This is an optimization exercise on Yosys and OpenROAD, whose aim is small area, not a production implementation.
The RTL was checked by simulation tests, not by an equivalence proof against the original design.
Power figures rest on the tool's default switching activity, not on a simulated workload.

<file path="design/flow/config.mk">
export PLATFORM = sky130hd
export DESIGN_NAME = vdc_top
export DESIGN_NICKNAME = vdc_top
export VERILOG_FILES = /design/flow/design.v
export SDC_FILE = /design/flow/constraint.sdc
export NUM_CORES = 4
export LEC_CHECK = 0
export CAP_MARGIN = 0
export CORE_MARGIN = 2
export CORE_UTILIZATION = 40
export CTS_BUF_LIST = sky130_fd_sc_hd__clkbuf_8
export CTS_CLUSTER_DIAMETER = 50
export CTS_CLUSTER_SIZE = 16
export SLEW_MARGIN = 0
</file>
<file path="design/flow/constraint.sdc">
create_clock -name core_clock -period 8.0 [get_ports {clk}]
set_input_delay 1.6000 -clock core_clock [delete_from_list [all_inputs] [get_ports {clk}]]
set_output_delay 1.6000 -clock core_clock [all_outputs]
set_load 0.01 [all_outputs]
</file>
<file path="design/flow/design.v">
package vdc_pkg;
	typedef enum logic [6:0] {
		REG_HT        = 7'd0,    
		REG_HP        = 7'd2,    
		REG_SYNCW     = 7'd3,    
		REG_VT        = 7'd4,    
		REG_VP        = 7'd7,    
		REG_CTV       = 7'd9,    
		REG_CTH       = 7'd22,   
		REG_POL       = 7'd37,   
		REG_MODE      = 7'd38,   
		REG_COL       = 7'd39,   
		REG_PIX       = 7'd40,   
		REG_ROW       = 7'd41,   
		REG_LINE      = 7'd42,   
		REG_IRQ_ROW   = 7'd43,   
		REG_IRQ_LINE  = 7'd44,   
		REG_IRQ_COL   = 7'd45,   
		REG_IRQ_PIX   = 7'd46    
	} vdc_reg_e;
	typedef enum logic [1:0] {
		CH_RED,
		CH_GREEN,
		CH_BLUE
	} pal_chan_e;
	typedef struct packed {
		logic [7:0]  ht;           
		logic [7:0]  hp;           
		logic [7:0]  vt;           
		logic [7:0]  vp;           
		logic [3:0]  hw;           
		logic [3:0]  vw;           
		logic [3:0]  cth;          
		logic [4:0]  ctv;          
		logic        hspol;
		logic        vspol;
		logic        tt8bg;        
		logic [15:0] irq_raster;   
		logic [15:0] irq_column;   
	} beam_cfg_t;
	typedef struct packed {
		logic [7:0] col;
		logic [3:0] pixel;
		logic [7:0] row;
		logic [4:0] line;
	} beam_pos_t;
	typedef struct packed {
		logic       valid;
		pal_chan_e  chan;
		logic [3:0] index;
		logic [7:0] value;
	} pal_wr_t;
	typedef struct packed {
		logic [7:0] red;
		logic [7:0] green;
		logic [7:0] blue;
	} rgb_t;
endpackage
module vdc_regs (
	input  logic                    clk,
	input  logic                    reset,
	input  logic                    cs,
	input  logic                    we,
	input  logic [8-1:0]  db_in,
	input  logic [7-1:0]   direct_reg,
	input  vdc_pkg::beam_pos_t      pos,
	output logic [8-1:0]  db_out,
	output vdc_pkg::beam_cfg_t      cfg,
	output logic                    pal_we,
	output logic [5:0]              pal_adr,
	output logic [7:0]              pal_val
);
	logic [6-1:0]  sel;         
	logic [7-1:0]  target;      
	logic [8-1:0] rd_val;
	logic                   wr_cyc;
	logic                   rd_cyc;
	logic                   sel_cyc;     
	logic                   reg_wr;      
	logic                   ext;         
	logic [8-1:0] wd0;
	logic [8-1:0] wd1;
	logic [7:0]  ht, hp, vt, vp;
	logic [3:0]  hw, vw, cth;
	logic [4:0]  ctv;
	logic        hspol, vspol;
	logic [15:0] irq_raster, irq_column;
	assign wr_cyc  = cs & we;
	assign rd_cyc  = cs & ~we;
	assign sel_cyc = (direct_reg == '0);
	assign reg_wr  = wr_cyc & ~sel_cyc;
	assign wd0     = db_in & {8{~reset}};
	assign wd1     = db_in | {8{reset}};
	assign target = (direct_reg == 7'(1) || !ext) ? {1'b0, sel} : direct_reg;
	logic en_ht, en_hp, en_syncw, en_vt, en_vp, en_ctv, en_cth, en_pol, en_mode;
	logic en_irq_row, en_irq_line, en_irq_col, en_irq_pix;
	assign en_ht       = reset | (reg_wr && target == vdc_pkg::REG_HT);
	assign en_hp       = reset | (reg_wr && target == vdc_pkg::REG_HP);
	assign en_syncw    = reset | (reg_wr && target == vdc_pkg::REG_SYNCW);
	assign en_vt       = reset | (reg_wr && target == vdc_pkg::REG_VT);
	assign en_vp       = reset | (reg_wr && target == vdc_pkg::REG_VP);
	assign en_ctv      = reset | (reg_wr && target == vdc_pkg::REG_CTV);
	assign en_cth      = reset | (reg_wr && target == vdc_pkg::REG_CTH);
	assign en_pol      = reset | (reg_wr && target == vdc_pkg::REG_POL);
	assign en_mode     = reset | (reg_wr && target == vdc_pkg::REG_MODE);
	assign en_irq_row  = reset | (reg_wr && target == vdc_pkg::REG_IRQ_ROW);
	assign en_irq_line = reset | (reg_wr && target == vdc_pkg::REG_IRQ_LINE);
	assign en_irq_col  = reset | (reg_wr && target == vdc_pkg::REG_IRQ_COL);
	assign en_irq_pix  = reset | (reg_wr && target == vdc_pkg::REG_IRQ_PIX);
	always_ff @(posedge clk) begin
		if (reset | (wr_cyc & sel_cyc)) sel <= wd0[6-1:0];
	end
	always_ff @(posedge clk) begin
		if (en_ht) ht <= wd0;
		if (en_hp) hp <= wd0;
		if (en_syncw) {vw, hw} <= wd0;
		if (en_vt) vt <= wd0;
		if (en_vp) vp <= wd0;
		if (en_ctv) ctv <= wd0[4:0];
		if (en_cth) cth <= wd0[7:4];              
		if (en_pol) {hspol, vspol} <= wd0[7:6];
		if (en_mode) ext <= ~reset && (db_in == 8'h74);
		if (en_irq_row)  irq_raster[15:8] <= wd1;
		if (en_irq_line) irq_raster[7:0]  <= wd1;
		if (en_irq_col)  irq_column[15:8] <= wd1;
		if (en_irq_pix)  irq_column[7:0]  <= wd1;
	end
	assign cfg.ht         = ht;
	assign cfg.hp         = hp;
	assign cfg.vt         = vt;
	assign cfg.vp         = vp;
	assign cfg.hw         = hw;
	assign cfg.vw         = vw;
	assign cfg.cth        = cth;
	assign cfg.ctv        = ctv;
	assign cfg.hspol      = hspol;
	assign cfg.vspol      = vspol;
	assign cfg.tt8bg      = ext;
	assign cfg.irq_raster = irq_raster;
	assign cfg.irq_column = irq_column;
	always_comb begin
		rd_val = 8'hFF;
		if (!sel_cyc) begin
			case (target)
				vdc_pkg::REG_HT:    rd_val = ht;
				vdc_pkg::REG_HP:    rd_val = hp;
				vdc_pkg::REG_SYNCW: rd_val = {vw, hw};
				vdc_pkg::REG_VT:    rd_val = vt;
				vdc_pkg::REG_VP:    rd_val = vp;
				vdc_pkg::REG_CTV:   rd_val = {3'b111, ctv};
				vdc_pkg::REG_CTH:   rd_val = {cth, 4'hF};
				vdc_pkg::REG_POL:   rd_val = {hspol, vspol, 6'h3F};
				default:            rd_val = 8'hFF;
			endcase
			if (ext) begin
				case (target)
					vdc_pkg::REG_MODE:     rd_val = 8'h74;
					vdc_pkg::REG_COL:      rd_val = pos.col;
					vdc_pkg::REG_PIX:      rd_val = {4'hF, pos.pixel};
					vdc_pkg::REG_ROW:      rd_val = pos.row;
					vdc_pkg::REG_LINE:     rd_val = {3'b111, pos.line};
					vdc_pkg::REG_IRQ_ROW:  rd_val = irq_raster[15:8];
					vdc_pkg::REG_IRQ_LINE: rd_val = irq_raster[7:0];
					vdc_pkg::REG_IRQ_COL:  rd_val = irq_column[15:8];
					vdc_pkg::REG_IRQ_PIX:  rd_val = irq_column[7:0];
					default: ;
				endcase
			end
		end
	end
	always_ff @(posedge clk) begin
		if (rd_cyc) begin
			db_out <= rd_val;    
		end
	end
	assign pal_we  = wr_cyc && ext && direct_reg[6] && !(direct_reg[5] && direct_reg[4]);
	assign pal_adr = direct_reg[5:0];
	assign pal_val = db_in;
endmodule
module vdc_beam (
	input  logic               clk,
	input  logic               reset,
	input  vdc_pkg::beam_cfg_t cfg,
	output vdc_pkg::beam_pos_t pos,
	output logic               hsync,
	output logic               vsync,
	output logic               irq
);
	logic       pix_end;     
	logic       col_end;     
	logic       line_end;    
	logic       line_over;   
	logic       row_end;     
	logic       step_line;
	logic       step_row;
	logic [8:0] hs_off;      
	logic       hs_raw;
	logic       vs_raw;
	logic       irq_v;
	logic       irq_h;
	logic       irq_any;     
	function automatic logic ge8(input logic [7:0] a, input logic [7:0] b);
		logic ge;
		ge = 1'b1;
		for (int i = 0; i < 8; i++)
			ge = (a[i] & ~b[i]) | ((a[i] | ~b[i]) & ge);
		ge8 = ge;
	endfunction
	assign pix_end   = ge8({4'd0, pos.pixel}, {4'd0, cfg.cth});
	assign col_end   = ge8(pos.col, cfg.ht);
	assign line_end  = ge8({3'd0, pos.line}, {3'd0, cfg.ctv});
	assign line_over = line_end && (pos.line != cfg.ctv);
	assign row_end   = ge8(pos.row, cfg.vt);
	assign step_line = pix_end & col_end;
	assign step_row  = step_line & line_end;
	always_ff @(posedge clk) begin
		if (reset) begin
			pos <= '0;
		end else begin
			pos.pixel <= pix_end ? 4'd0 : pos.pixel + 4'd1;
			if (pix_end) begin
				pos.col <= col_end ? 8'd0 : pos.col + 8'd1;
			end
			if (line_over) begin
				pos.line <= '0;      
			end else if (step_line) begin
				pos.line <= line_end ? 5'd0 : pos.line + 5'd1;
			end
			if (step_row) begin
				pos.row <= row_end ? 8'd0 : pos.row + 8'd1;
			end
		end
	end
	assign hs_off = {1'b0, pos.col} - {1'b0, cfg.hp};
	assign hs_raw = !hs_off[8] && (hs_off[7:4] == 4'd0) && !ge8({4'd0, hs_off[3:0]}, {4'd0, cfg.hw});
	assign vs_raw = (pos.row == cfg.vp) && !ge8({3'd0, pos.line}, {4'd0, cfg.vw});
	assign irq_v = cfg.tt8bg && (pos.row == cfg.irq_raster[15:8]) &&
	               (pos.line == cfg.irq_raster[4:0]);
	assign irq_h = cfg.tt8bg && (pos.col == cfg.irq_column[15:8]) &&
	               (pos.pixel == cfg.irq_column[3:0]);
	assign irq_any = (cfg.irq_raster == 16'hFFFF) || (cfg.irq_column == 16'hFFFF);
	always_ff @(posedge clk) begin
		if (reset) begin
			hsync <= 1'b0;
			vsync <= 1'b0;
			irq   <= 1'b0;
		end else begin
			hsync <= hs_raw ^ cfg.hspol;
			vsync <= vs_raw ^ cfg.vspol;
			irq   <= irq_any ? (irq_v | irq_h) : (irq_v & irq_h);    
		end
	end
endmodule
module vdc_palette (
	input  logic                  clk,
	input  logic                  reset,
	input  logic                  pal_we,    
	input  logic [5:0]            pal_adr,   
	input  logic [7:0]            pal_val,
	input  logic [4-1:0] rgbi,
	output logic [23:0]           rgb
);
	logic [23:0] pal [16];
	localparam logic [24*16-1:0] DEF_RGB = {
		24'hFFFFFF,   
		24'hAAAAAA,   
		24'hFFFF00,   
		24'h3F3F00,   
		24'hFF00FF,   
		24'h3F003F,   
		24'hFF0000,   
		24'h7F0000,   
		24'h00FFFF,   
		24'h007F7F,   
		24'h00FF00,   
		24'h007F00,   
		24'h0000FF,   
		24'h00007F,   
		24'h555555,   
		24'h000000    
	};
	logic [7:0] val0;        
	logic [7:0] val1;        
	assign val0 = pal_val & {8{~reset}};
	assign val1 = pal_val | {8{reset}};
	for (genvar i = 0; i < 16; i++) begin : g_ent
		for (genvar c = 0; c < 3; c++) begin : g_chan
			localparam logic [7:0] DEF = DEF_RGB[24*i + 8*(2-c) +: 8];
			logic en;
			assign en = reset | (pal_we && pal_adr == 6'(16*c + i));
			always_ff @(posedge clk) begin
				if (en)
					pal[i][8*(2-c) +: 8] <= (DEF & val1) | (~DEF & val0);
			end
		end
	end
	logic [16-1:0] hot;
	logic [23:0]              rd;
	always_comb begin
		rd = '0;
		for (int i = 0; i < 16; i++) begin
			hot[i] = (rgbi == 4'(i));
			rd     = rd | (pal[i] & {24{hot[i]}});
		end
	end
	always_ff @(posedge clk) begin
		rgb <= rd;    
	end
endmodule
module vdc_top (
	input  logic          clk,
	input  logic          reset,
	input  logic          cs,            
	input  logic          we,            
	input  logic [7:0]    db_in,
	input  logic [6:0]    direct_reg,    
	input  logic [3:0]    rgbi,          
	output logic [7:0]    db_out,
	output logic          hsync,
	output logic          vsync,
	output logic          irq,
	output vdc_pkg::rgb_t rgb
);
	vdc_pkg::beam_cfg_t cfg;
	vdc_pkg::beam_pos_t pos;
	logic               pal_we;
	logic [5:0]         pal_adr;
	logic [7:0]         pal_val;
	vdc_regs i_regs (
		.clk        (clk),
		.reset      (reset),
		.cs         (cs),
		.we         (we),
		.db_in      (db_in),
		.direct_reg (direct_reg),
		.pos        (pos),
		.db_out     (db_out),
		.cfg        (cfg),
		.pal_we     (pal_we),
		.pal_adr    (pal_adr),
		.pal_val    (pal_val)
	);
	vdc_beam i_beam (
		.clk   (clk),
		.reset (reset),
		.cfg   (cfg),
		.pos   (pos),
		.hsync (hsync),
		.vsync (vsync),
		.irq   (irq)
	);
	vdc_palette i_palette (
		.clk     (clk),
		.reset   (reset),
		.pal_we  (pal_we),
		.pal_adr (pal_adr),
		.pal_val (pal_val),
		.rgbi    (rgbi),
		.rgb     (rgb)
	);
endmodule
</file>
<file path="design/flow/flow/run.sh">
#!/bin/bash
# Standard layout, with two changes: ports are buffered with the smallest
# buffer, and clock tree synthesis inserts no dummy loads.
set -euo pipefail
export BUFFER_PORTS_ARGS="-buffer_cell sky130_fd_sc_hd__buf_1"
export CTS_ARGS="-sink_clustering_enable -repair_clock_nets -sink_clustering_size 16 -sink_clustering_max_diameter 50 -buf_list sky130_fd_sc_hd__clkbuf_8 -dont_use_dummy_load"
bash standard.sh > standard.log 2>&1
</file>
<file path="design/flow/standard.sh">
#!/bin/bash
# synth_recipe.tcl (not shown) runs the flow's synth.tcl, then flattens the netlist and writes it again
# the make line also repeats each setting of config.mk as NAME=value (left out here)
make -C /OpenROAD-flow-scripts/flow DESIGN_CONFIG=/design/flow/config.mk WORK_HOME=/design/flow/orfs CLKGATE_MAP_FILE= SYNTH_SCRIPT=/design/flow/synth_recipe.tcl "${@:-finish}"
</file>
==> results of run 1 <==
## cells by family (layout without fill, tap and decap cells)
| logic type | after synthesis | in the layout | synth area share (%) |
|---|---|---|---|
| flip-flops | 534 | 534 | 71.14 |
| AND/OR/NAND/NOR | 391 | 391 | 9.426 |
| AO/OA/AOI/OAI | 362 | 362 | 13.29 |
| buffers and inverters | 114 | 177 | 2.174 |
| XOR/XNOR | 46 | 46 | 1.847 |
| adder cells (fa/ha/maj) | 26 | 26 | 1.480 |
| multiplexers | 14 | 14 | 0.6482 |
| other | 0 | 1 | 0 |
## per-layer routing
| layer | vias to the layer above | share of wire [%] |
|---|---|---|
| li1 | 6025 | - |
| met2 | 712 | 46 |
| met1 | 7253 | 43 |
| met4 | 0 | 2.4 |
| met3 | 125 | 8.6 |
| met5 | - | 0 |
## layout by cell type, fill, tap and decap left out, types with 28 or more instances in the layout
master / Yosys / routed
nand2_1: 141 / 141
xnor2_1: 31 / 31
buf_1: 0 / 56
a22o_1: 99 / 99
clkbuf_8: 0 / 56
dfxtp_1: 52 / 52
a221oi_1: 103 / 103
inv_1: 37 / 37
edfxtp_1: 482 / 482
nor2_1: 58 / 49
a21oi_1: 28 / 28
nand4_1: 46 / 46
o21ai_0: 31 / 30
## critical path: stages
cell and delay [ns]:
buf_1 0.33, or4_1 0.65, o221ai_2 0.69, nand2_1 0.23, nor3_1 0.69, nand2_1 0.11, nand2_1 0.29
## sequential cells by signal (all words and copies together), names as in the netlist, 16 cells and up
register / cells
i_regs.irq_column: 16
i_regs.irq_raster: 16
i_beam.pos: 25
i_palette.pal: 384
i_palette.rgb: 24
## power groups by stage
stage	Clock [mW]	Combinational, mW	Sequential, mW
after floorplan	0	0.238	3.40
after global placement	0	0.422	3.41
after CTS	1.53	0.429	3.36
after detailed placement	0	0.427	3.42
final	1.50	0.431	3.36
after global routing	1.63	0.461	3.38
## worst min-delay path by stage
stage,cells past startpoint,slack [ns],start,endpoint
after CTS,2,0.43,i_palette.pal[6][22],i_palette.rgb[22]
final,2,0.42,i_palette.pal[6][22],i_palette.rgb[22]
after detailed placement,2,0.48,i_palette.pal[6][22],i_palette.rgb[22]
after floorplan,2,0.45,i_palette.pal[5][0],i_palette.rgb[0]
after global placement,2,0.48,i_palette.pal[2][22],i_palette.rgb[22]
after global routing,2,0.47,i_palette.pal[6][22],i_palette.rgb[22]
## layout make-up
type	instances	share of cell area [%]
antenna	1	0.01056
clock buffer	56	3.251
inverter	38	0.6017
multi-input combinational	839	25.29
sequential	534	65.45
tap	696	3.673
timing repair buffer	83	1.731
## synth_stat cells, types with 4 or more instances
cell type  count
xor2_1        15
and2_1         7
clkbuf_1      61
maj3_1         4
nor4_1        11
edfxtp_1     482
and4_1         5
nand2_1      141
o2bb2ai_1      4
nor3_2         5
nor2_1        58
a211oi_1       4
and3_1         5
nand3_1       11
a221oi_1     103
nand2b_1      18
mux2i_1       13
a22o_1        99
nor2b_1       22
o21ai_0       31
a21oi_1       28
or2_2          9
or4_1          4
a31oi_1       12
or3_1          7
o21ai_1        4
buf_2         10
dfxtp_1       52
a222oi_1       6
nand4_1       46
ha_1          21
nor3_1        19
a32oi_1        5
a22oi_1       19
inv_1         37
o211ai_1       6
buf_6          4
xnor2_1       31
==> reports/metrics.yaml, run 1 <==
status: "finished clean"
nFillCells: 4805
met1_usage_pct: 34.02
syn_nets: 1532
reg2reg_depth: 7
grt_max_degree: 49
avgViaCountPerCell: 6.282
cts-resized-gates: 0
drc: 0
ys_seq_elements: 534
drv_slew: 0
arrival_ns: 4.61
grtUsageMet2_pct: 37.81
synth_top_cell_by_area: "edfxtp_1"
synth_top_cells_by_area: "edfxtp_1, dfxtp_1, a221oi_1, a22o_1, nand2_1"
layout.cells.non_filler: 2247
critPathLaunchType: "primary input"
power_mw: 5.294
synth-edff-count: 482
drt_iter0_drc: 1920
worstSetupPathType: "in -> reg"
post-place-ws_ns: 3.144
max-vdd-ir-drop_mv: 0.1012
wl_per_cell_um: 29.79
crit_end: "i_regs.vt[5]"
worstSkewPairLatency_ns: 0.70
io_buffers: 57
grt.busiest_layer: "met2"
pwr-share-comb_pct: 8.1
worst_pin_slew_ns: 1.156
dp_cells: 2190
critPathCaptureType: "flop"
power.share.switching_pct: 24.31
seq_area_frac_synth_pct: 71.14
first_pass_iters: 6
root_buffer: "clkbuf_8"
hp-class: "reg -> reg"
max_freq_mhz: 229.5
placedInstanceArea_sq_mm: 0.02293
post-route-cell-area_sq_mm: 0.02371
antenna_found_initial: 2
powerDensity_mw_per_mm2: 223.3
cts_tree: "built"
core-area_sq_mm: 0.05381
first_global_vias: 13721
htree_num_levels: 2
seqCellArea_sq_mm: 0.01551
power_frac_clock_pct: 28.4
finalCritPeriodShare_pct: 54.46
intPower_mw: 4.007
final_core_util_pct: 44.05
use_met3_pct: 4.099
ff2ff_setup_slack_ns: 4.41
power_switching_mw: 1.287
synthesis.area_sq_mm: 0.02181
tns_ns: 0
worstSetupStartpoint: "direct_reg[3]"
async_flop_share_pct: 0
area_delta_synth_final_pct: 8.697
pin_count: 58
power.leakage_nw: 7.739
hold_viol: 0
clock_skew_ns: 0.1284
rows: 85
synth_warnings: 4
grt-ovfl-total: 0
setup_ws_ns: 3.643
cap_viol_max_count: 0
grt_use_total_pct: 23.81
holdBufCountCts: 0
finalWirelength_um: 66930
cp_max_fo: 15
initial_core_util_pct: 40.53
critPathRequiredTime_ns: 8.25
multi_input_area_sq_mm: 0.005995
fin_crit_ns: 4.357
routabilityCongestion: 0.9229
grt_pass1_wl_um: 96980
synth_top_flop_cell: "edfxtp_1"
final_layout_size_suffix_gt1_share_pct: 9.419
maxSlewHeadroom_pct: 22.65
r2r_start: "i_regs.ext"
clk_path_buf_depth: 3
ant_nets: 0
cts_post_setup_buffers_inserted: 0
seqPwrFrac_pct: 63.5
synth.avg_cell_area_sq_um: 14.67
hold_slack_ns: 0.4239
synth_top_area_share_pct: 66.36
nNetsFinal: 1597
clkSinkCount: 534
dieArea_sq_mm: 0.05641
synthDistinctLibCells: 82
setup_viol: 0
dpl.hpwl_um: 41470
path_clk_slew_ns: 0.09
chipHeight_um: 237.5
r2r_end: "i_regs.db_out[0]"
die_w_um: 237.5
syn_inst: 1487
vias: 14115
rsz0062_at_grt: "false"
cts_made_buffers: 56
==> run 2: changes to the inputs <==
==> design/flow/flow/run.sh (replaced) <==
#!/bin/bash
# Standard layout, with two changes: ports are buffered with the smallest
# buffer, and clock tree synthesis inserts no dummy loads.
set -euo pipefail
export BUFFER_PORTS_ARGS="-buffer_cell sky130_fd_sc_hd__buf_1"
export CTS_ARGS="-sink_clustering_enable -repair_clock_nets -sink_clustering_size 30 -sink_clustering_max_diameter 60 -buf_list sky130_fd_sc_hd__clkbuf_16 -dont_use_dummy_load"
bash standard.sh > standard.log 2>&1
==> run 2 against run 1 <==
Net effect:
- still clean
- synthesized cell count stayed put
- critical path depth is 1 higher
- worst hold slack better by 0.023 ns
- register-to-register slack worse by 0.02 ns
- flip-flop and latch count stayed put
- critical endpoint is now i_regs.db_out[0]
==> reports/metrics.yaml, run 2 <==
intPower_mw: 4.231
avgViaCountPerCell: 6.350
synth_top_cell_by_area: "edfxtp_1"
wl_per_cell_um: 29.86
drv_slew: 0
crit_chain: "buf_1, or4b_4, o21ai_2, nand2_2, nor4b_4, a31oi_1, nor4_1, a31oi_1"
critPathCaptureType: "flop"
max_freq_mhz: 225.2
worstSetupStartpoint: "direct_reg[3]"
antenna_found_initial: 1
power_switching_mw: 1.289
first_pass_iters: 7
finalCritPeriodShare_pct: 55.51
seqPwrFrac_pct: 60.9
nNetsFinal: 1579
cp.buffers_inverters: 1
nFillCells: 4778
placedInstanceArea_sq_mm: 0.02293
path_clk_slew_ns: 0.08
fin_crit_ns: 4.441
hp-class: "reg -> reg"
cpMaxStageDelayCell: "or4b_4"
rows: 85
die_w_um: 237.5
cts_made_buffers: 38
cts_tree: "built"
ys_seq_elements: 534
routabilityCongestion: 0.9229
maxSlewHeadroom_pct: 23.63
layout.cells.non_filler: 2228
dpl.hpwl_um: 41470
area_delta_synth_final_pct: 9.512
synth_top_area_share_pct: 66.36
crit_family: "simple AND/OR/NAND/NOR gates"
chipHeight_um: 237.5
max-vdd-ir-drop_mv: 0.1199
final_cell_mix: "edfxtp_1, nand2_1, a221oi_1"
critPathMaxStageDelay_ns: 0.73
cp_max_fo: 15
cap_viol_max_count: 0
top_register: "i_palette.pal"
synth_top_flop_cell: "edfxtp_1"
hold_viol: 0
syn_inst: 1487
reg.largest.list: "i_palette.pal (384), i_beam.pos (25), i_palette.rgb (24)"
cts-resized-gates: 0
multi_input_area_sq_mm: 0.005995
r2r_end: "i_regs.db_out[0]"
dieArea_sq_mm: 0.05641
synth.avg_cell_area_sq_um: 14.67
drt_iter0_drc: 2075
post-route-cell-area_sq_mm: 0.02388
ant_nets: 0
power.leakage_nw: 7.804
synth-edff-count: 482
seqCellArea_sq_mm: 0.01551
reg2reg_depth: 7
io_buffers: 57
power_frac_clock_pct: 31.3
r2r_start: "i_regs.ext"
rsz0062_at_grt: "false"
tns_ns: 0
htree_num_levels: 2
largest_reg_flops: 384
grt-ovfl-total: 0
setup_ws_ns: 3.559
worstSkewPairLatency_ns: 0.61
async_flop_share_pct: 0
synthesis.area_sq_mm: 0.02181
grt_max_degree: 49
clk_path_buf_depth: 3
dp_cells: 2190
power_mw: 5.520
crit_path_frequent_cell: "a31oi_1"
powerDensity_mw_per_mm2: 231.1
ff2ff_setup_slack_ns: 4.39
n_antenna_cell: 0
setup_viol: 0
yosysMostFrequentCell: "edfxtp_1"
finalWirelength_um: 66540
synth_warnings: 4
final_common_cell: "edfxtp_1"
vias: 14148
clock_skew_ns: 0.06797
final_layout_size_suffix_gt1_share_pct: 8.355
syn_nets: 1532
synthDistinctLibCells: 82
first_global_vias: 13613
status: "finished clean"
grt_use_total_pct: 23.64
pwr-share-comb_pct: 7.8
initial_core_util_pct: 40.53
post-place-ws_ns: 3.144
clkSinkCount: 534
crit_end: "i_regs.db_out[0]"
arrival_ns: 4.70
cts_post_setup_buffers_inserted: 0
power.share.switching_pct: 23.36
root_buffer: "clkbuf_16"
crit_cells: 8
pin_count: 58
grt_pass1_wl_um: 96340
seq_area_frac_synth_pct: 71.14
synth_top_cells_by_area: "edfxtp_1, dfxtp_1, a221oi_1, a22o_1, nand2_1"
worst_pin_slew_ns: 1.143
critPathRequiredTime_ns: 8.25
critPathLaunchType: "primary input"
synthTopCellsByCount: "edfxtp_1, nand2_1, a221oi_1"
drc: 0
worstSetupPathType: "in -> reg"
holdBufCountCts: 0
core-area_sq_mm: 0.05381
run 2: cell counts after synthesis:
Identical to the previous run, type by type.
run 2: worst min-delay path by stage:
stage / end / depth (start not counted) / start
2_1_floorplan: i_palette.rgb[0] / 2 / i_palette.pal[5][0]
3_3_place_gp: i_palette.rgb[22] / 2 / i_palette.pal[2][22]
3_5_place_dp: i_palette.rgb[22] / 2 / i_palette.pal[6][22]
4_1_cts: i_palette.rgb[22] / 2 / i_palette.pal[6][22]
5_1_grt: i_palette.rgb[22] / 2 / i_palette.pal[6][22]
6_report: i_palette.rgb[22] / 2 / i_palette.pal[6][22]
run 2: cell type report:
cell class / count / share of cell area (%)
multi-input cells: 839 / 25.10
clock buffers: 38 / 3.981
repair buffers: 83 / 1.718
flip-flops and latches: 534 / 64.96
well taps: 696 / 3.646
inverters: 38 / 0.5972
run 2: kinds of logic after synthesis:
| kind of cell | after synthesis | synth area share (%) |
|---|---|---|
| fa+ha+maj | 26 | 1.480 |
| simple gates | 391 | 9.426 |
| buf+inv | 114 | 2.174 |
| flops | 534 | 71.14 |
| compound gates | 362 | 13.29 |
| xor+xnor | 46 | 1.847 |
| mux | 14 | 0.6482 |
run 2: per-stage QoR:
step | hold WS, ns | utilization [%]
final | 0.4473 | 44.38
after global routing | 0.4839 | 44.38
after CTS | 0.4532 | 44.38
after detailed placement | 0.4827 | 42.62
after global placement | 0.4777 | 42.62
after floorplan | 0.4471 | -
run 2: metal layers:
| layer | global-route usage, % | vias to the layer above | share of wire (%) |
|---|---|---|---|
| li1 | - | 6001 | - |
| met1 | 33.97 | 7252 | 42 |
| met2 | 37.81 | 788 | 46 |
| met3 | 3.449 | 107 | 8.7 |
| met4 | 6.194 | 0 | 2.4 |
| met5 | 0 | - | 0 |
run 2: power groups by stage:
stage / registers [mW] / logic (mW) / clock network, mW
5_1_grt: 3.38 / 0.460 / 1.84
6_report: 3.36 / 0.431 / 1.73
3_3_place_gp: 3.41 / 0.422 / 0
4_1_cts: 3.36 / 0.429 / 1.75
3_5_place_dp: 3.42 / 0.427 / 0
2_1_floorplan: 3.40 / 0.238 / 0
run 2: worst reg2reg max path, stage by stage (launching register included):
cell	delay, ns
edfxtp_1	0.93
mux2i_1	0.41
o21a_1	0.51
nand2_2	0.21
nor4b_4	0.54
a31oi_1	0.17
nor4_1	0.48
a31oi_1	0.08
==> run 3: changes to the inputs <==
==> design/flow/flow/run.sh (replaced) <==
#!/bin/bash
# Standard layout, with two changes: ports are buffered with the smallest
# buffer, and clock tree synthesis inserts no dummy loads.
set -euo pipefail
export BUFFER_PORTS_ARGS="-buffer_cell sky130_fd_sc_hd__buf_1"
export CTS_ARGS="-sink_clustering_enable -repair_clock_nets -sink_clustering_size 16 -sink_clustering_max_diameter 100 -buf_list sky130_fd_sc_hd__clkbuf_8 -dont_use_dummy_load"
bash standard.sh > standard.log 2>&1
==> run 3 against run 2 <==
Net effect:
- register-to-register slack lost 0.07 ns
- flip-flop and latch count unchanged
- largest power group unchanged
- highest routed layer unchanged
- critical path type unchanged
- still clean
- global-route usage rose by 0.081 points
- maximum frequency is 2.2% higher
- utilization shrank 0.76 points
- sequential share of layout area increased by 1.1 points
- sequential power about the same
- final area down 1.7%
- clock-buffer cell count is 1 higher
==> reports/metrics.yaml, run 3 <==
worstSetupPathType: "in -> reg"
critPathMaxStageDelay_ns: 0.78
clkSinkCount: 534
finalWirelength_um: 66730
worstSkewPairLatency_ns: 0.67
critPathLaunchType: "primary input"
cts_post_setup_buffers_inserted: 0
holdBufCountCts: 0
chipHeight_um: 237.5
synth_warnings: 4
worst_pin_slew_ns: 1.187
top_register: "i_palette.pal"
yosysMostFrequentCell: "edfxtp_1"
r2r_start: "i_regs.ext"
cts_tree: "built"
grt-ovfl-total: 0
power.leakage_nw: 7.616
rsz0062_at_grt: "false"
cts_made_buffers: 39
wl_per_cell_um: 29.92
dieArea_sq_mm: 0.05641
hold_viol: 0
ant_nets: 0
seq_area_frac_synth_pct: 71.14
max_freq_mhz: 230.1
pin_count: 58
root_buffer: "clkbuf_8"
syn_inst: 1487
antenna_found_initial: 2
clock_skew_ns: 0.07575
dpl.hpwl_um: 41470
first_global_vias: 13615
syn_nets: 1532
post-place-ws_ns: 3.144
power_mw: 5.074
setup_viol: 0
powerDensity_mw_per_mm2: 216.1
max-vdd-ir-drop_mv: 0.09930
io_buffers: 57
largest_reg_flops: 384
path_clk_slew_ns: 0.10
maxSlewHeadroom_pct: 20.68
setup_ws_ns: 3.653
final_cell_mix: "edfxtp_1, nand2_1, a221oi_1"
routabilityCongestion: 0.9229
synth-edff-count: 482
final_common_cell: "edfxtp_1"
fin_crit_ns: 4.347
worstSetupStartpoint: "direct_reg[3]"
ys_seq_elements: 534
die_w_um: 237.5
synth_top_flop_cell: "edfxtp_1"
cts-resized-gates: 0
finalCritPeriodShare_pct: 54.33
synth.avg_cell_area_sq_um: 14.67
rows: 85
hp-class: "reg -> reg"
synth_top_area_share_pct: 66.36
grt_use_total_pct: 23.72
drt_iter0_drc: 1953
crit_chain: "buf_1, or4b_4, o21ai_2, nand4_1, nand4b_1, nand2_1, nor4_1, a31oi_1"
grt_pass1_wl_um: 96610
critPathCaptureType: "flop"
drc: 0
nNetsFinal: 1580
critPathRequiredTime_ns: 8.34
tns_ns: 0
initial_core_util_pct: 40.53
core-area_sq_mm: 0.05381
vias: 14038
area_delta_synth_final_pct: 7.624
synth_top_cell_by_area: "edfxtp_1"
synthDistinctLibCells: 82
final_layout_size_suffix_gt1_share_pct: 8.415
status: "finished clean"
synthesis.area_sq_mm: 0.02181
min_from: "i_palette.pal[6][22]"
async_flop_share_pct: 0
drv_slew: 0
htree_num_levels: 2
cp_max_fo: 15
clk_path_buf_depth: 3
avgViaCountPerCell: 6.295
cpMaxStageDelayCell: "o21ai_2"
grt_max_degree: 49
synth_top_cells_by_area: "edfxtp_1, dfxtp_1, a221oi_1, a22o_1, nand2_1"
synthTopCellsByCount: "edfxtp_1, nand2_1, a221oi_1"
cap_viol_max_count: 0
reg.largest.list: "i_palette.pal (384), i_beam.pos (25), i_palette.rgb (24)"
arrival_ns: 4.68
first_pass_iters: 6
## run 3: cell families after synthesis
kind of cell / after synthesis / synth area share [%]
and+or+nand+nor: 391 / 9.426
adders and majority gates: 26 / 1.480
xor gates and xnor gates: 46 / 1.847
buffers and inverters: 114 / 2.174
muxes: 14 / 0.6482
DFF: 534 / 71.14
AOI/OAI and AO/OA: 362 / 13.29
## run 3: final timing paths
| kind | endpoint | depth (start not counted) | slack (ns) |
|---|---|---|---|
| worst max-delay path | i_regs.db_out[0] | 8 | 3.65 |
| worst min-delay path | i_palette.rgb[22] | 2 | 0.46 |
| worst max register to register | i_regs.db_out[0] | 7 | 4.32 |
| worst min register to register | i_palette.rgb[22] | 2 | 0.46 |
## run 3: layout make-up
class                      count  area, sq um
clock buffer                  39        536.8
inverter                      38        142.6
multi-input combinational    839         5995
fill                        4832        30340
antenna                        1        2.502
tap                          696        870.8
timing repair buffer          83        410.4
sequential                   534        15510
## run 3: metal layers
layer	vias to the layer above	wire length, um	track usage (%)
met5	-	0	0
met4	0	1739	6.289
met3	128	5833	3.786
met2	716	30970	37.81
met1	7203	28180	33.95
li1	5991	-	-
## run 3: critical path: cells and delay by family
kind / cells / cell delay, ns
and+or+nand+nor: 5 / 1.87
AOI/OAI and AO/OA: 2 / 0.86
buffers and inverters: 1 / 0.34
## run 3: per-stage QoR
step / hold slack, ns / utilization (%) / instance area (sq um) / cells
finish: 0.4649 / 43.62 / 23470 / 2230
global placement: 0.4777 / 42.62 / 22930 / 2190
CTS: 0.4785 / 43.61 / 23470 / 2229
detailed placement: 0.4827 / 42.62 / 22930 / 2190
global route: 0.5071 / 43.62 / 23470 / 2230
floorplan: 0.4471 / - / 21810 / 1487
## run 3: power by group
part / switching, mW / internal, mW
registers: 0.0845 / 3.27
clock network: 0.845 / 0.440
logic: 0.317 / 0.114
==> run 4: changes to the inputs <==
==> design/flow/run.sh (new file) <==
#!/bin/bash
# synth_recipe.tcl (not shown) runs the flow's synth.tcl, then flattens the netlist and writes it again
# the make line also repeats each setting of config.mk as NAME=value (left out here)
make -C /OpenROAD-flow-scripts/flow DESIGN_CONFIG=/design/flow/config.mk WORK_HOME=/design/flow/orfs CLKGATE_MAP_FILE= SYNTH_SCRIPT=/design/flow/synth_recipe.tcl finish
removed: design/flow/flow/run.sh
removed: design/flow/standard.sh
==> run 4 against run 3 <==
Net effect:
- register-to-register slack better by 0.24 ns
- non-clock buffer count rose by 5
- largest cell class unchanged
- synthesized cell count unchanged
- cell count is 2.4% higher
- flip-flop and latch count is the same
- critical path type unchanged
- first-iteration DRC count shrank 8.2%
- sequential power barely moved
- maximum frequency is 9.1% lower
- sequential share of layout area fell by 2.3 points
- wire length fell by 1.2%
==> reports/metrics.yaml, run 4 <==
critPathRequiredTime_ns: 8.51
critPathLaunchType: "primary input"
cp.buffers_inverters: 1
worst_pin_slew_ns: 1.219
hp-class: "reg -> reg"
initial_core_util_pct: 40.53
grt_max_degree: 51
area_delta_synth_final_pct: 11.43
cap_viol_max_count: 0
rsz0062_at_grt: "false"
max-vdd-ir-drop_mv: 0.1190
power.leakage_nw: 8.059
final_layout_size_suffix_gt1_share_pct: 10.33
synth_top_cells_by_area: "edfxtp_1, dfxtp_1, a221oi_1, a22o_1, nand2_1"
maxSlewHeadroom_pct: 18.45
drc: 0
vias: 14010
drt_iter0_drc: 1792
synth.avg_cell_area_sq_um: 14.67
first_pass_iters: 6
clock_skew_ns: 0.05707
crit_family: "simple AND/OR/NAND/NOR gates"
critPathCaptureType: "flop"
syn_inst: 1487
core-area_sq_mm: 0.05381
seq_area_frac_synth_pct: 71.14
crit_chain: "clkdlybuf4s50_1, or4b_4, o21ai_2, o21ai_1, nor4bb_1, a22oi_1, and3_1, a32oi_1"
routabilityCongestion: 0.9047
async_flop_share_pct: 0
dp_cells: 2195
synth-edff-count: 482
grt_pass1_wl_um: 95520
root_buffer: "clkbuf_8"
max_freq_mhz: 209.1
synthesis.area_sq_mm: 0.02181
rows: 85
grt_use_total_pct: 23.34
htree_num_levels: 2
powerDensity_mw_per_mm2: 225.8
cts-resized-gates: 0
fin_crit_ns: 4.783
arrival_ns: 5.30
dpl.hpwl_um: 41230
drv_slew: 0
cts_made_buffers: 48
worstSkewPairLatency_ns: 0.69
synth_top_area_share_pct: 66.36
pin_count: 58
setup_viol: 0
final_common_cell: "edfxtp_1"
post-route-cell-area_sq_mm: 0.02430
nFillCells: 4708
clkSinkCount: 534
cts_post_setup_buffers_inserted: 0
avgViaCountPerCell: 6.134
synthDistinctLibCells: 82
reg.largest.list: "i_palette.pal (384), i_beam.pos (25), i_palette.rgb (24)"
ys_seq_elements: 534
chipHeight_um: 237.5
finalWirelength_um: 65960
wl_per_cell_um: 28.88
dieArea_sq_mm: 0.05641
hold_viol: 0
synth_warnings: 4
grt-ovfl-total: 0
clk_path_buf_depth: 3
finalCritPeriodShare_pct: 59.79
synth_top_flop_cell: "edfxtp_1"
layout.cells.non_filler: 2284
cp_max_fo: 15
nNetsFinal: 1594
cpMaxStageDelayCell: "nor4bb_1"
status: "finished clean"
critPathMaxStageDelay_ns: 0.79
antenna_found_initial: 2
die_w_um: 237.5
ant_nets: 0
yosysMostFrequentCell: "edfxtp_1"
cts_tree: "built"
final_core_util_pct: 45.16
io_buffers: 57
holdBufCountCts: 0
synthTopCellsByCount: "edfxtp_1, nand2_1, a221oi_1"
syn_nets: 1532
tns_ns: 0
largest_reg_flops: 384
synth_top_cell_by_area: "edfxtp_1"
first_global_vias: 13507
final_cell_mix: "edfxtp_1, nand2_1, a221oi_1"
path_clk_slew_ns: 0.09
worstSetupPathType: "in -> reg"
placedInstanceArea_sq_mm: 0.02332
top_register: "i_palette.pal"
## run 4: cell counts after synthesis
Identical to the previous run, type by type.
## run 4: layer usage
metal,track usage [%],vias to the layer above,wire [um]
li1,-,6061,-
met1,34.01,7220,29090
met2,36.72,657,30380
met3,4.227,72,5319
met4,4.879,0,1171
met5,0,-,0
## run 4: metrics by stage
stage                     setup WS [ns]  power, mW  hold WS, ns
final                             3.217      5.487       0.4896
after floorplan                   4.130      3.637       0.4471
after global placement            2.755      3.875       0.4662
after detailed placement          2.653      3.886       0.4748
after global routing              2.995      5.666       0.5161
after CTS                         3.373      5.518       0.4799
## run 4: area by class of cell
| class | instances | area (sq um) | share of cell area [%] |
|---|---|---|---|
| antenna | 1 | 2.502 | 0.01030 |
| clock inverter | 39 | 304.0 | 1.251 |
| clock buffer | 49 | 674.4 | 2.775 |
| sequential | 534 | 15510 | 63.84 |
| timing repair buffer | 88 | 803.3 | 3.305 |
| inverter | 38 | 142.6 | 0.5869 |
| tap | 696 | 870.8 | 3.583 |
| multi-input combinational | 839 | 5989 | 24.65 |
## run 4: logic make-up after synthesis
family	Yosys count	share of synthesized area (%)
AOI/OAI and AO/OA	362	13.29
muxes	14	0.6482
DFF	534	71.14
adders and majority gates	26	1.480
buffers and inverters	114	2.174
xor gates and xnor gates	46	1.847
and+or+nand+nor	391	9.426
## run 4: final timing paths
| kind | from | to | slack [ns] | cells past startpoint |
|---|---|---|---|---|
| max | direct_reg[3] | i_regs.db_out[6] | 3.22 | 8 |
| min | i_palette.pal[7][22] | i_palette.rgb[22] | 0.49 | 2 |
| min reg2reg | i_palette.pal[7][22] | i_palette.rgb[22] | 0.49 | 2 |
| max reg2reg | i_regs.ext | i_regs.vt[6] | 4.56 | 6 |
## run 4: worst reg2reg max path, stage by stage, from the launching register on
cell	delay, ns
edfxtp_1	0.93
mux2i_1	0.40
o21a_4	0.46
nand2_1	0.20
nor3_1	0.70
nand2_1	0.11
nand2_1	0.30
## run 4: where the power goes
group	internal (mW)	switching (mW)	total (mW)
Clock	0.674	0.988	1.66
Sequential	3.27	0.0847	3.36
Combinational	0.152	0.315	0.467
Total	4.10	1.39	5.49
==> run 5: changes to the inputs <==
==> design/flow/flow/run.sh (new file) <==
#!/bin/bash
# The standard layout (standard.sh, all steps) with three changes:
#  - synthesis maps the logic with an area-oriented ABC script (abc.script beside this
#    file), run from a copy of ORFS's scripts folder that differs only in that script;
#    flip-flops are mapped before ABC runs, so the registers are those of the standard
#    synthesis
#  - ports are buffered with the smallest buffer
#  - clock tree synthesis inserts no dummy loads
set -euo pipefail
work=$(pwd)
rm -rf "$work/scripts"
cp -r "$FLOW_HOME/scripts" "$work/scripts"
cp "$work/flow/abc.script" "$work/scripts/abc_speed.script"
export BUFFER_PORTS_ARGS="-buffer_cell sky130_fd_sc_hd__buf_1"
export CTS_ARGS="-sink_clustering_enable -repair_clock_nets -sink_clustering_size 16 -sink_clustering_max_diameter 50 -buf_list sky130_fd_sc_hd__clkbuf_8 -dont_use_dummy_load"
bash standard.sh "SCRIPTS_DIR=$work/scripts" finish > "$work/standard.log" 2>&1
==> design/flow/flow/abc.script (new file) <==
&get -n
&st
&dch -f
&nf -R 1000 -p
&put
buffer -c
topo
stime -c
upsize -c
dnsize -c
==> design/flow/standard.sh (new file) <==
#!/bin/bash
# synth_recipe.tcl (not shown) runs the flow's synth.tcl, then flattens the netlist and writes it again
# the make line also repeats each setting of config.mk as NAME=value (left out here)
make -C /OpenROAD-flow-scripts/flow DESIGN_CONFIG=/design/flow/config.mk WORK_HOME=/design/flow/orfs CLKGATE_MAP_FILE= SYNTH_SCRIPT=/design/flow/synth_recipe.tcl "${@:-finish}"
removed: design/flow/run.sh
==> run 5 against run 4 <==
Net effect:
- wire length decreased by 11%
- clock power shrank 16%
- critical path type unchanged
- non-clock buffer count rose by 1
- die area decreased by 3.3%
- utilization is 1.3 points lower
- highest routed layer is now met5
- clock-buffer cell count stayed put
- maximum frequency down 5.6%
- total power is 6.1% lower
- worst hold slack got worse by 0.074 ns
- via count decreased by 7.1%
==> reports/metrics.yaml, run 5 <==
status: "finished clean"
rsz0062_at_grt: "false"
syn_inst: 1363
power.leakage_nw: 7.773
critPathRequiredTime_ns: 8.46
finalCritPeriodShare_pct: 63.36
synth_top_cell_by_area: "edfxtp_1"
dieArea_sq_mm: 0.05455
arrival_ns: 5.53
hp-class: "reg -> reg"
worst_pin_slew_ns: 1.274
placedInstanceArea_sq_mm: 0.02224
final_core_util_pct: 43.82
final_cell_mix: "edfxtp_1, nand2_1, a222oi_1"
wl_per_cell_um: 27.43
largest_reg_flops: 384
die_w_um: 233.6
hold_viol: 0
seq_area_frac_synth_pct: 73.61
pin_count: 58
root_buffer: "clkbuf_8"
chipHeight_um: 233.6
reg2reg_depth: 14
cp_max_fo: 8
routabilityCongestion: 0.9052
path_clk_slew_ns: 0.08
cts_made_buffers: 49
synthTopCellsByCount: "edfxtp_1, nand2_1, a222oi_1"
critPathLaunchType: "primary input"
drt_iter0_drc: 1812
synth_warnings: 4
worstSkewPairLatency_ns: 0.68
grt_max_degree: 79
first_pass_iters: 9
initial_core_util_pct: 40.27
max_freq_mhz: 197.3
finalWirelength_um: 58500
grt_use_total_pct: 21.40
htree_num_levels: 2
grt_pass1_wl_um: 84790
avgViaCountPerCell: 6.099
tns_ns: 0
drc: 0
yosysMostFrequentCell: "edfxtp_1"
clkSinkCount: 534
max-vdd-ir-drop_mv: 0.1374
synth_top_area_share_pct: 68.67
synth.avg_cell_area_sq_um: 15.46
core-area_sq_mm: 0.05234
grt-ovfl-total: 0
ys_seq_elements: 534
synth_top_flop_cell: "edfxtp_1"
holdBufCountCts: 0
top_register: "i_palette.pal"
vias: 13010
syn_nets: 1408
fin_crit_ns: 5.069
dpl.hpwl_um: 37960
synth_top_cells_by_area: "edfxtp_1, dfxtp_1, a222oi_1, a221o_1, a21o_1"
io_buffers: 57
final_common_cell: "edfxtp_1"
worstSetupPathType: "in -> reg"
ff2ff_setup_slack_ns: 3.62
maxSlewHeadroom_pct: 14.92
reg.largest.list: "i_palette.pal (384), i_beam.pos (25), i_palette.rgb (24)"
nNetsFinal: 1489
powerDensity_mw_per_mm2: 224.6
cap_viol_max_count: 0
synthDistinctLibCells: 58
post-route-cell-area_sq_mm: 0.02293
cts_tree: "built"
nFillCells: 4661
final_layout_size_suffix_gt1_share_pct: 10.26
async_flop_share_pct: 0
cts_post_setup_buffers_inserted: 0
rows: 84
critPathCaptureType: "flop"
first_global_vias: 12255
synth-edff-count: 482
setup_viol: 0
antenna_found_initial: 6
clock_skew_ns: 0.1160
drv_slew: 0
synthesis.area_sq_mm: 0.02108
area_delta_synth_final_pct: 8.803
ant_nets: 0
hold_depth: 1
cts-resized-gates: 0
clk_path_buf_depth: 3
[run 5: cell count changes in the layout (fill, tap and decap cells not counted), sizes merged, moves of 16 or more]
cell,delta
nand2,-54
o21ai,-23
clkdlybuf4s50,-57
buf,+56
a221oi,-81
a31o,+16
a221o,+54
inv,-21
a21o,+48
a22o,-94
a222oi,+59
a22oi,+19
[run 5: kinds of logic (layout without fill, tap and decap cells)]
logic type	Yosys count	in the layout	share of synthesized area (%)
AOI/OAI and AO/OA	327	327	12.85
xor gates and xnor gates	33	33	1.371
adders and majority gates	41	41	2.285
buffers and inverters	100	179	1.864
DFF	534	534	73.61
muxes	7	7	0.3324
other	0	3	0
and+or+nand+nor	321	321	7.693
[run 5: where the power goes]
| part | total, mW | switching (mW) | internal [mW] |
|---|---|---|---|
| clock | 1.39 | 0.846 | 0.544 |
| combinational | 0.405 | 0.280 | 0.126 |
| sequential | 3.35 | 0.0813 | 3.27 |
| total | 5.15 | 1.21 | 3.94 |
[run 5: per-layer routing]
layer	track usage (%)	share of wire (%)
met4	5.222	2.1
met5	0	0.046
met2	31.97	45
met1	31.99	43
met3	4.297	9.7
[run 5: final cells by class]
cell class | instances | area, sq um | share of cell area [%]
Multi-Input combinational cell | 729 | 5264 | 22.95
Sequential cell | 534 | 15510 | 67.65
Antenna cell | 3 | 7.507 | 0.03274
Tap cell | 688 | 860.8 | 3.754
Clock buffer | 49 | 674.4 | 2.941
Inverter | 41 | 153.9 | 0.6711
Timing Repair Buffer | 89 | 457.9 | 1.997
[run 5: final timing paths]
check,from,to
hold reg to reg,i_palette.pal[14][8],i_palette.rgb[8]
setup / recovery,direct_reg[0],i_regs.db_out[4]
setup reg to reg,i_beam.pos[18],i_beam.pos[11]
hold / removal,i_palette.pal[14][8],i_palette.rgb[8]
[run 5: metrics by stage]
stage                     std cells  power, mW  hold WS [ns]  worst slack (ns)
after floorplan                1363      3.622        0.4349             3.259
after global placement         2080      3.810        0.4579             2.495
after detailed placement       2080      3.824        0.4619             2.323
after CTS                      2129      5.193        0.4160             2.975
after global routing           2132      5.339        0.4222             2.446
final                          2133      5.150        0.4154             2.931
[run 5: worst max-delay path: stages]
cell and delay (ns):
buf_1 0.26, nand2b_1 0.20, nor3_1 0.43, nand2_1 0.12
o21ai_2 0.34, mux2i_1 0.51, nor2b_1 0.14, nand2b_1 0.14
nor4b_1 0.07, buf_4 0.17, or2_2 0.35, nor4_1 0.79
o21ai_0 0.27, nand3_1 0.13
==> run 6: changes to the inputs <==
--- a/design/flow/flow/run.sh
+++ b/design/flow/flow/run.sh
@@ -12,5 +12,5 @@
 cp -r "$FLOW_HOME/scripts" "$work/scripts"
 cp "$work/flow/abc.script" "$work/scripts/abc_speed.script"
 export BUFFER_PORTS_ARGS="-buffer_cell sky130_fd_sc_hd__buf_1"
-export CTS_ARGS="-sink_clustering_enable -repair_clock_nets -sink_clustering_size 16 -sink_clustering_max_diameter 50 -buf_list sky130_fd_sc_hd__clkbuf_8 -dont_use_dummy_load"
+export CTS_ARGS="-sink_clustering_enable -repair_clock_nets -sink_clustering_size 16 -sink_clustering_max_diameter 100 -buf_list sky130_fd_sc_hd__clkbuf_8 -dont_use_dummy_load"
 bash standard.sh "SCRIPTS_DIR=$work/scripts" finish > "$work/standard.log" 2>&1
==> run 6 against run 5 <==
Net effect:
- cell count decreased by 0.47%
- register-to-register slack about the same
- non-clock buffer count unchanged
- highest routed layer unchanged
- largest power group unchanged
- utilization decreased by 0.26 points
- total power decreased by 2.4%
==> reports/metrics.yaml, run 6 <==
cts_made_buffers: 39
rsz0062_at_grt: "false"
synth.avg_cell_area_sq_um: 15.46
io_buffers: 57
vias: 12947
critPathRequiredTime_ns: 8.43
synth-edff-count: 482
arrival_ns: 5.53
yosysMostFrequentCell: "edfxtp_1"
drv_slew: 0
largest_reg_flops: 384
critPathCaptureType: "flop"
final_cell_mix: "edfxtp_1, nand2_1, a222oi_1"
max-vdd-ir-drop_mv: 0.1251
reg2reg_depth: 14
synth_top_cells_by_area: "edfxtp_1, dfxtp_1, a222oi_1, a221o_1, a21o_1"
reg.largest.list: "i_palette.pal (384), i_beam.pos (25), i_palette.rgb (24)"
worstSetupPathType: "in -> reg"
grt_use_total_pct: 21.36
wl_per_cell_um: 27.61
async_flop_share_pct: 0
synth_top_flop_cell: "edfxtp_1"
area_delta_synth_final_pct: 8.150
powerDensity_mw_per_mm2: 220.6
holdBufCountCts: 0
critPathLaunchType: "primary input"
avgViaCountPerCell: 6.098
grt_max_degree: 79
htree_num_levels: 2
fin_crit_ns: 5.103
hp-class: "reg -> reg"
chipHeight_um: 233.6
hold_depth: 1
status: "finished clean"
synthDistinctLibCells: 58
worstSkewPairLatency_ns: 0.63
maxSlewHeadroom_pct: 15.73
max_freq_mhz: 196.0
cp_max_fo: 10
power.leakage_nw: 7.701
seq_area_frac_synth_pct: 73.61
drt_iter0_drc: 1603
synthTopCellsByCount: "edfxtp_1, nand2_1, a222oi_1"
ys_seq_elements: 534
routabilityCongestion: 0.9052
root_buffer: "clkbuf_8"
antenna_found_initial: 5
synth_top_cell_by_area: "edfxtp_1"
worst_pin_slew_ns: 1.261
final_layout_size_suffix_gt1_share_pct: 9.637
r2r_end: "i_beam.pos[11]"
setup_viol: 0
syn_inst: 1363
drc: 0
dieArea_sq_mm: 0.05455
first_pass_iters: 9
clock_skew_ns: 0.05195
cts_tree: "built"
clk_path_buf_depth: 3
core-area_sq_mm: 0.05234
clkSinkCount: 534
hold_viol: 0
pin_count: 58
die_w_um: 233.6
finalCritPeriodShare_pct: 63.78
synthesis.area_sq_mm: 0.02108
synth_top_area_share_pct: 68.67
top_register: "i_palette.pal"
r2r_start: "i_beam.pos[18]"
dpl.hpwl_um: 37960
grt_pass1_wl_um: 84670
synth_warnings: 4
whs_endpoint: "i_palette.rgb[8]"
initial_core_util_pct: 40.27
final_core_util_pct: 43.55
cap_viol_max_count: 0
finalWirelength_um: 58610
syn_nets: 1408
final_common_cell: "edfxtp_1"
rows: 84
ant_nets: 0
path_clk_slew_ns: 0.10
min_from: "i_palette.pal[14][8]"
grt-ovfl-total: 0
cts_post_setup_buffers_inserted: 0
cts-resized-gates: 0
tns_ns: 0
nNetsFinal: 1479
ff2ff_setup_slack_ns: 3.61
first_global_vias: 12201
==> run 6: cell counts after synthesis <==
Identical to the previous run, type by type.
==> run 6: metrics by stage <==
step | std cells | power [mW] | setup slack (ns) | cell area (sq um) | hold WS [ns]
final | 2123 | 5.028 | 2.897 | 22800 | 0.4583
after global routing | 2122 | 5.209 | 2.432 | 22790 | 0.4619
after CTS | 2119 | 5.062 | 2.954 | 22780 | 0.4591
after detailed placement | 2080 | 3.824 | 2.323 | 22240 | 0.4619
after global placement | 2080 | 3.810 | 2.495 | 22240 | 0.4579
after floorplan | 1363 | 3.622 | 3.259 | 21080 | 0.4349
==> run 6: final cells by class <==
cell class,count,area [sq um]
Fill cell,4679,29540
Timing Repair Buffer,89,457.9
Clock buffer,39,536.8
Sequential cell,534,15510
Multi-Input combinational cell,729,5264
Antenna cell,3,7.507
Tap cell,688,860.8
Inverter,41,153.9
==> run 6: worst max path at each step <==
stage,from,slack (ns),endpoint
5_1_grt,direct_reg[0],2.43,i_regs.db_out[3]
2_1_floorplan,direct_reg[1],3.26,i_regs.db_out[5]
6_report,direct_reg[0],2.90,i_regs.db_out[6]
3_5_place_dp,direct_reg[0],2.32,i_regs.db_out[6]
3_3_place_gp,direct_reg[0],2.49,i_regs.db_out[0]
4_1_cts,direct_reg[0],2.95,i_regs.db_out[6]
==> run 6: routing by layer <==
metal / up-vias / GRT usage (%) / wire length (um)
met4: 4 / 5.004 / 1260
li1: 5643 / - / -
met1: 6614 / 31.28 / 25840
met5: - / 0 / 27
met3: 82 / 5.042 / 5278
met2: 604 / 32.19 / 26210
==> run 6: report_power, final <==
part           total (mW)  internal, mW  switching (mW)
sequential           3.35          3.27          0.0818
clock                1.27         0.440           0.828
combinational       0.406         0.126           0.280
==> run 6: logic make-up (layout without fill, tap and decap cells) <==
group | after synthesis | count (layout) | share of synthesized area [%]
AOI/OAI and AO/OA | 327 | 327 | 12.85
xor gates and xnor gates | 33 | 33 | 1.371
adders and majority gates | 41 | 41 | 2.285
buffers and inverters | 100 | 169 | 1.864
DFF | 534 | 534 | 73.61
muxes | 7 | 7 | 0.3324
other | 0 | 3 | 0
and+or+nand+nor | 321 | 321 | 7.693
==> run 6: worst max-delay path: stages <==
cell and delay, ns:
buf_1 0.27, nand2b_1 0.20, nor3_1 0.42, nand2_1 0.12, o21ai_2 0.34, mux2i_1 0.51, nor2b_1 0.14, nor2b_1 0.29
or4_1 0.50, nor4_1 0.75, o21ai_0 0.24, o211ai_1 0.15
==> run 7: changes to the inputs <==
--- a/design/flow/config.mk
+++ b/design/flow/config.mk
@@ -7,7 +7,7 @@
 export LEC_CHECK = 0
 export CAP_MARGIN = 0
 export CORE_MARGIN = 2
-export CORE_UTILIZATION = 40
+export CORE_UTILIZATION = 60
 export CTS_BUF_LIST = sky130_fd_sc_hd__clkbuf_8
 export CTS_CLUSTER_DIAMETER = 50
 export CTS_CLUSTER_SIZE = 16
==> run 7 against run 6 <==
Net effect:
- worst setup slack got worse by 0.18 ns
- clock power barely moved
- clock-buffer cell count did not move
- cell count fell by 11%
- highest routed layer unchanged
==> reports/metrics.yaml, run 7 <==
synth_top_area_share_pct: 68.67
r2r_end: "i_beam.pos[11]"
root_buffer: "clkbuf_8"
n_antenna_cell: 0
synthAdderAreaFrac_pct: 2.285
min_from: "i_palette.pal[14][8]"
dieArea_sq_mm: 0.03665
initial_core_util_pct: 61.02
clock_skew_ns: 0.07021
synth-edff-count: 482
ff2ff_setup_slack_ns: 3.39
nNetsFinal: 1476
ys_seq_elements: 534
worstSkewPairLatency_ns: 0.64
synth_top_cells_by_area: "edfxtp_1, dfxtp_1, a222oi_1, a221o_1, a21o_1"
use_met3_pct: 8.133
synthesis.area_sq_mm: 0.02108
antenna_found_initial: 1
grt_pass1_wl_um: 83130
syn_nets: 1408
cp_max_fo: 10
ant_nets: 0
largest_reg_flops: 384
routabilityCongestion: 0.9070
wl_per_cell_um: 30.23
cpMaxStageDelayCell: "nor4_1"
critPathCaptureType: "flop"
arrival_ns: 5.75
area_delta_synth_final_pct: 6.625
hold_depth: 1
crit_path_frequent_cell: "nor2b_1"
critPathLaunchType: "primary input"
r2r_start: "i_beam.pos[18]"
synth_warnings: 4
reg.largest.list: "i_palette.pal (384), i_beam.pos (25), i_palette.rgb (24)"
synth_xor_area_share_pct: 1.371
async_flop_share_pct: 0
grtUsageMet2_pct: 47.38
synth_top_flop_cell: "edfxtp_1"
drt_iter0_drc: 1865
layout.cells.non_filler: 1884
avgViaCountPerCell: 6.882
final_common_cell: "edfxtp_1"
critPathMaxStageDelay_ns: 0.86
pin_count: 58
final_layout_size_suffix_gt1_share_pct: 9.447
fin_crit_ns: 5.284
power_mw: 5.005
cts_post_setup_buffers_inserted: 0
crit_family: "simple AND/OR/NAND/NOR gates"
syn_inst: 1363
seq_area_frac_synth_pct: 73.61
htree_num_levels: 2
synth_top_cell_by_area: "edfxtp_1"
yosys-mux-area-fraction_pct: 0.3324
core-area_sq_mm: 0.03454
critPathRequiredTime_ns: 8.47
synth-simple-area-share_pct: 7.693
rsz0062_at_grt: "false"
vias: 12965
io_buffers: 57
clk_path_buf_depth: 3
cts_made_buffers: 39
clkSinkCount: 534
maxSlewHeadroom_pct: 12.65
grt_max_degree: 67
drc: 0
cts_tree: "built"
final_cell_mix: "edfxtp_1, nand2_1, a222oi_1"
synth_compound_area_share_pct: 12.85
hp-class: "reg -> reg"
hold_slack_ns: 0.4672
status: "finished clean"
first_pass_iters: 8
first_global_vias: 12400
reg2reg_depth: 14
synthDistinctLibCells: 58
setup_viol: 0
drv_slew: 0
max-vdd-ir-drop_mv: 0.1901
grt.busiest_layer: "met1"
worst_pin_slew_ns: 1.300
synthTopCellsByCount: "edfxtp_1, nand2_1, a222oi_1"
final_core_util_pct: 65.06
synth_top_family_by_area: "compound AO/OA/AOI/OAI gates"
dp_cells: 1845
holdBufCountCts: 0
crit_chain: "buf_1, nand2b_1, nor3_1, nand2_1, o21ai_2, mux2i_1, nor2b_1, nor2b_1, or4_1, nor4_1, o21ai_0, o211ai_1"
met1_usage_pct: 47.88
tns_ns: 0
yosysMostFrequentCell: "edfxtp_1"
grt-ovfl-total: 0
finalCritPeriodShare_pct: 66.05
hold_viol: 0
whs_endpoint: "i_palette.rgb[8]"
dpl.hpwl_um: 37020
power.leakage_nw: 7.686
powerDensity_mw_per_mm2: 222.7
cts-resized-gates: 0
max_freq_mhz: 189.2
chipHeight_um: 191.4
top_register: "i_palette.pal"
cap_viol_max_count: 0
cp.buffers_inverters: 1
path_clk_slew_ns: 0.10
synth.avg_cell_area_sq_um: 15.46
finalWirelength_um: 56960
die_w_um: 191.4
grt_use_total_pct: 32.02
rows: 68
worstSetupPathType: "in -> reg"
[run 7: cell counts after synthesis]
Identical to the previous run, type by type.
[run 7: kinds of logic after synthesis]
logic type,Yosys count
AND/OR/NAND/NOR,321
XOR/XNOR,33
AO/OA/AOI/OAI,327
multiplexers,7
buffers and inverters,100
adder cells (fa/ha/maj),41
flip-flops,534
[run 7: final cells by class]
cell class	instances	area, sq um
inverter	41	153.9
fill	2536	12070
sequential	534	15510
tap	455	569.3
clock buffer	39	536.8
timing repair buffer	86	435.4
multi-input combinational	729	5264
[run 7: layer usage]
metal,wire length (um),vias up
met5,13,-
met4,1182,2
met3,6124,81
met2,25510,731
met1,24130,6519
li1,-,5632
[run 7: worst max-delay path by stage]
stage / start / endpoint / slack [ns] / depth (start not counted)
detailed placement: direct_reg[0] / i_regs.db_out[0] / 2.30 / 13
finish: direct_reg[0] / i_regs.db_out[3] / 2.72 / 12
CTS: direct_reg[0] / i_regs.db_out[0] / 2.95 / 13
global placement: direct_reg[0] / i_regs.db_out[5] / 2.48 / 14
floorplan: direct_reg[1] / i_regs.db_out[5] / 3.26 / 13
global route: direct_reg[0] / i_regs.db_out[5] / 2.30 / 13
[run 7: report_power, final]
group	internal, mW	switching [mW]
Sequential	3.27	0.0829
Combinational	0.125	0.278
Clock	0.440	0.807
[run 7: stage by stage]
step | cell area (sq um) | worst slack (ns)
after floorplan | 21080 | 3.259
after detailed placement | 21940 | 2.304
after global routing | 22470 | 2.295
final | 22470 | 2.716
after global placement | 21940 | 2.476
after CTS | 22470 | 2.953
[run 7: worst register-to-register path, delay by kind of cell, from the launching register on]
kind                       cells  cell delay (ns)
xor gates and xnor gates       1             0.16
adders and majority gates      7             2.27
DFF                            1             0.59
and+or+nand+nor                5             1.23
buffers and inverters          1             0.27
==> run 8: changes to the inputs <==
==> design/flow/flow/abc.script (replaced) <==
&get -n
&st
&dch -f
&nf -R 1000 -p -F 10 -A 10 -C 32
&put
--- a/design/flow/config.mk
+++ b/design/flow/config.mk
@@ -7,7 +7,7 @@
 export LEC_CHECK = 0
 export CAP_MARGIN = 0
 export CORE_MARGIN = 2
-export CORE_UTILIZATION = 60
+export CORE_UTILIZATION = 40
 export CTS_BUF_LIST = sky130_fd_sc_hd__clkbuf_8
 export CTS_CLUSTER_DIAMETER = 50
 export CTS_CLUSTER_SIZE = 16
==> run 8 against run 7 <==
Net effect:
- total power down 0.23%
- utilization down 21 points
- largest cell class unchanged
- combinational power down 7.4%
- first-iteration DRC count down 16%
- worst hold slack worse by 0.0051 ns
- final area up 0.99%
- still clean on timing, DRC and antenna
- sequential power about the same
- worst setup slack worse by 0.52 ns
- cell count up 11%
- critical path depth up 1
- critical path type unchanged
- clock skew up 0.018 ns
- largest power group unchanged
==> reports/metrics.yaml, run 8 <==
synth-simple-area-share_pct: 7.827
chipHeight_um: 231.4
synthAdderAreaFrac_pct: 2.286
hold_slack_ns: 0.4622
synth_top_area_share_pct: 69.97
syn_inst: 1272
setup_viol: 0
maxSlewHeadroom_pct: 8.803
rsz0062_at_grt: "false"
die_w_um: 231.4
yosysMostFrequentCell: "edfxtp_1"
critPathRequiredTime_ns: 8.35
cpMaxStageDelayCell: "nor4b_1"
cp.buffers_inverters: 1
worstSkewPairLatency_ns: 0.65
synth_xor_area_share_pct: 1.397
core-area_sq_mm: 0.05120
final_cell_mix: "edfxtp_1, a222oi_1, buf_1"
top_register: "i_palette.pal"
critPathLaunchType: "primary input"
synthesis.area_sq_mm: 0.02068
power_mw: 4.993
cp_max_fo: 8
tns_ns: 0
power_frac_clock_pct: 25.4
hp-class: "reg -> reg"
synth_warnings: 4
synth-edff-count: 482
finalWirelength_um: 59590
worst_pin_slew_ns: 1.358
largest_reg_flops: 384
grt-ovfl-total: 0
synth.avg_cell_area_sq_um: 16.26
synthTopCellsByCount: "edfxtp_1, a222oi_1, nor2_1"
dpl.hpwl_um: 39390
intPower_mw: 3.817
final_core_util_pct: 44.33
fin_crit_ns: 5.808
cap_viol_max_count: 0
drt_iter0_drc: 1560
max-vdd-ir-drop_mv: 0.1677
root_buffer: "clkbuf_8"
clock_skew_ns: 0.08830
grt_max_degree: 59
worstSetupPathType: "in -> reg"
n_antenna_cell: 0
syn_nets: 1317
grt_pass1_wl_um: 85950
yosys-mux-area-fraction_pct: 0.3387
drv_slew: 0
reg.largest.list: "i_palette.pal (384), i_beam.pos (25), i_palette.rgb (24)"
antenna_found_initial: 1
final_layout_size_suffix_gt1_share_pct: 7.452
area_delta_synth_final_pct: 9.727
synth_compound_area_share_pct: 12.40
synthDistinctLibCells: 47
status: "finished clean"
vias: 12692
finalCritPeriodShare_pct: 72.59
arrival_ns: 6.16
nNetsFinal: 1456
cts_post_setup_buffers_inserted: 0
htree_num_levels: 2
synth_top_family_by_area: "compound AO/OA/AOI/OAI gates"
drc: 0
clkSinkCount: 534
seq_area_frac_synth_pct: 75.01
cts_made_buffers: 39
critPathMaxStageDelay_ns: 0.87
power.leakage_nw: 7.438
pin_count: 58
==> run 8: worst register-to-register path, delay by kind of cell, from the launching register on <==
family                     cells  cell delay (ns)
DFF                            1             0.51
buffers and inverters          2             0.60
and+or+nand+nor                5             1.40
adders and majority gates      7             2.72
xor gates and xnor gates       1             0.17
==> run 8: worst paths after layout <==
kind                                      startpoint               end  slack [ns]  depth (start not counted)
worst min-delay path            i_palette.pal[13][8]  i_palette.rgb[8]        0.46                          2
worst max register to register        i_beam.pos[18]    i_beam.pos[11]        2.49                         15
worst max-delay path                   direct_reg[0]  i_regs.db_out[0]        2.19                         13
worst min register to register  i_palette.pal[13][8]  i_palette.rgb[8]        0.46                          2
==> run 8: layout make-up <==
class | count | area (sq um)
multi-input combinational | 697 | 5115
timing repair buffer | 98 | 525.5
tap | 680 | 850.8
fill | 4500 | 28500
inverter | 41 | 153.9
sequential | 534 | 15510
clock buffer | 39 | 536.8
==> run 8: kinds of logic after synthesis <==
family | count (synthesis)
buffers and inverters | 41
adder cells (fa/ha/maj) | 41
multiplexers | 7
AO/OA/AOI/OAI | 314
XOR/XNOR | 33
AND/OR/NAND/NOR | 302
flip-flops | 534
==> run 8: per-layer routing <==
layer	global-route usage, %	vias up	part of all wire [%]
li1	-	5580	-
met4	8.770	0	3.9
met1	28.81	6482	40
met5	0	-	0
met3	2.916	103	6.5
met2	37.57	527	49
==> run 8: power groups by stage <==
stage                     combinational, mW  clock [mW]  sequential (mW)
after floorplan                       0.190           0             3.40
after global placement                0.370           0             3.41
after detailed placement              0.374           0             3.42
after CTS                             0.375        1.30             3.35
after global routing                  0.401        1.39             3.37
final                                 0.373        1.27             3.35
==> run 8: through the flow <==
stage	instances	cell area [sq um]	setup WS (ns)
finish	2089	22700	2.192
global route	2089	22700	1.736
CTS	2089	22700	2.356
detailed placement	2050	22160	1.700
global placement	2050	22160	1.826
floorplan	1272	20680	2.708

re-timing with driven ports:
Ports are ideal in the flow. The routed layouts listed here were re-timed in OpenROAD.
Step 1: set_driving_cell puts a clkbuf_16 on clk and a buf_2 on each other input, an assumption about the parent block.
Step 2, shift: input delay + t, output delay - t, t = (earliest + latest rising clock arrival at the registers) / 2. This alone moves slack from input paths to output paths.
a / b / c = no drivers / after step 1 / after step 2; a / b = the first two.
run	t, ns	slack for setup (ns)
run 1	0.704	3.643 / 3.673 / 2.969
run 2	0.615	3.559 / 3.595 / 2.980
run 3	0.684	3.653 / 3.679 / 2.994
run 4	0.717	3.217 / 3.255 / 2.539
run 5	0.665	2.931 / 2.891 / 2.226
run 6	0.660	2.897 / 2.851 / 2.191
run 7	0.657	2.716 / 2.706 / 2.049
run 8	0.657	2.192 / 2.153 / 1.496
After both steps every run listed still meets setup and hold.
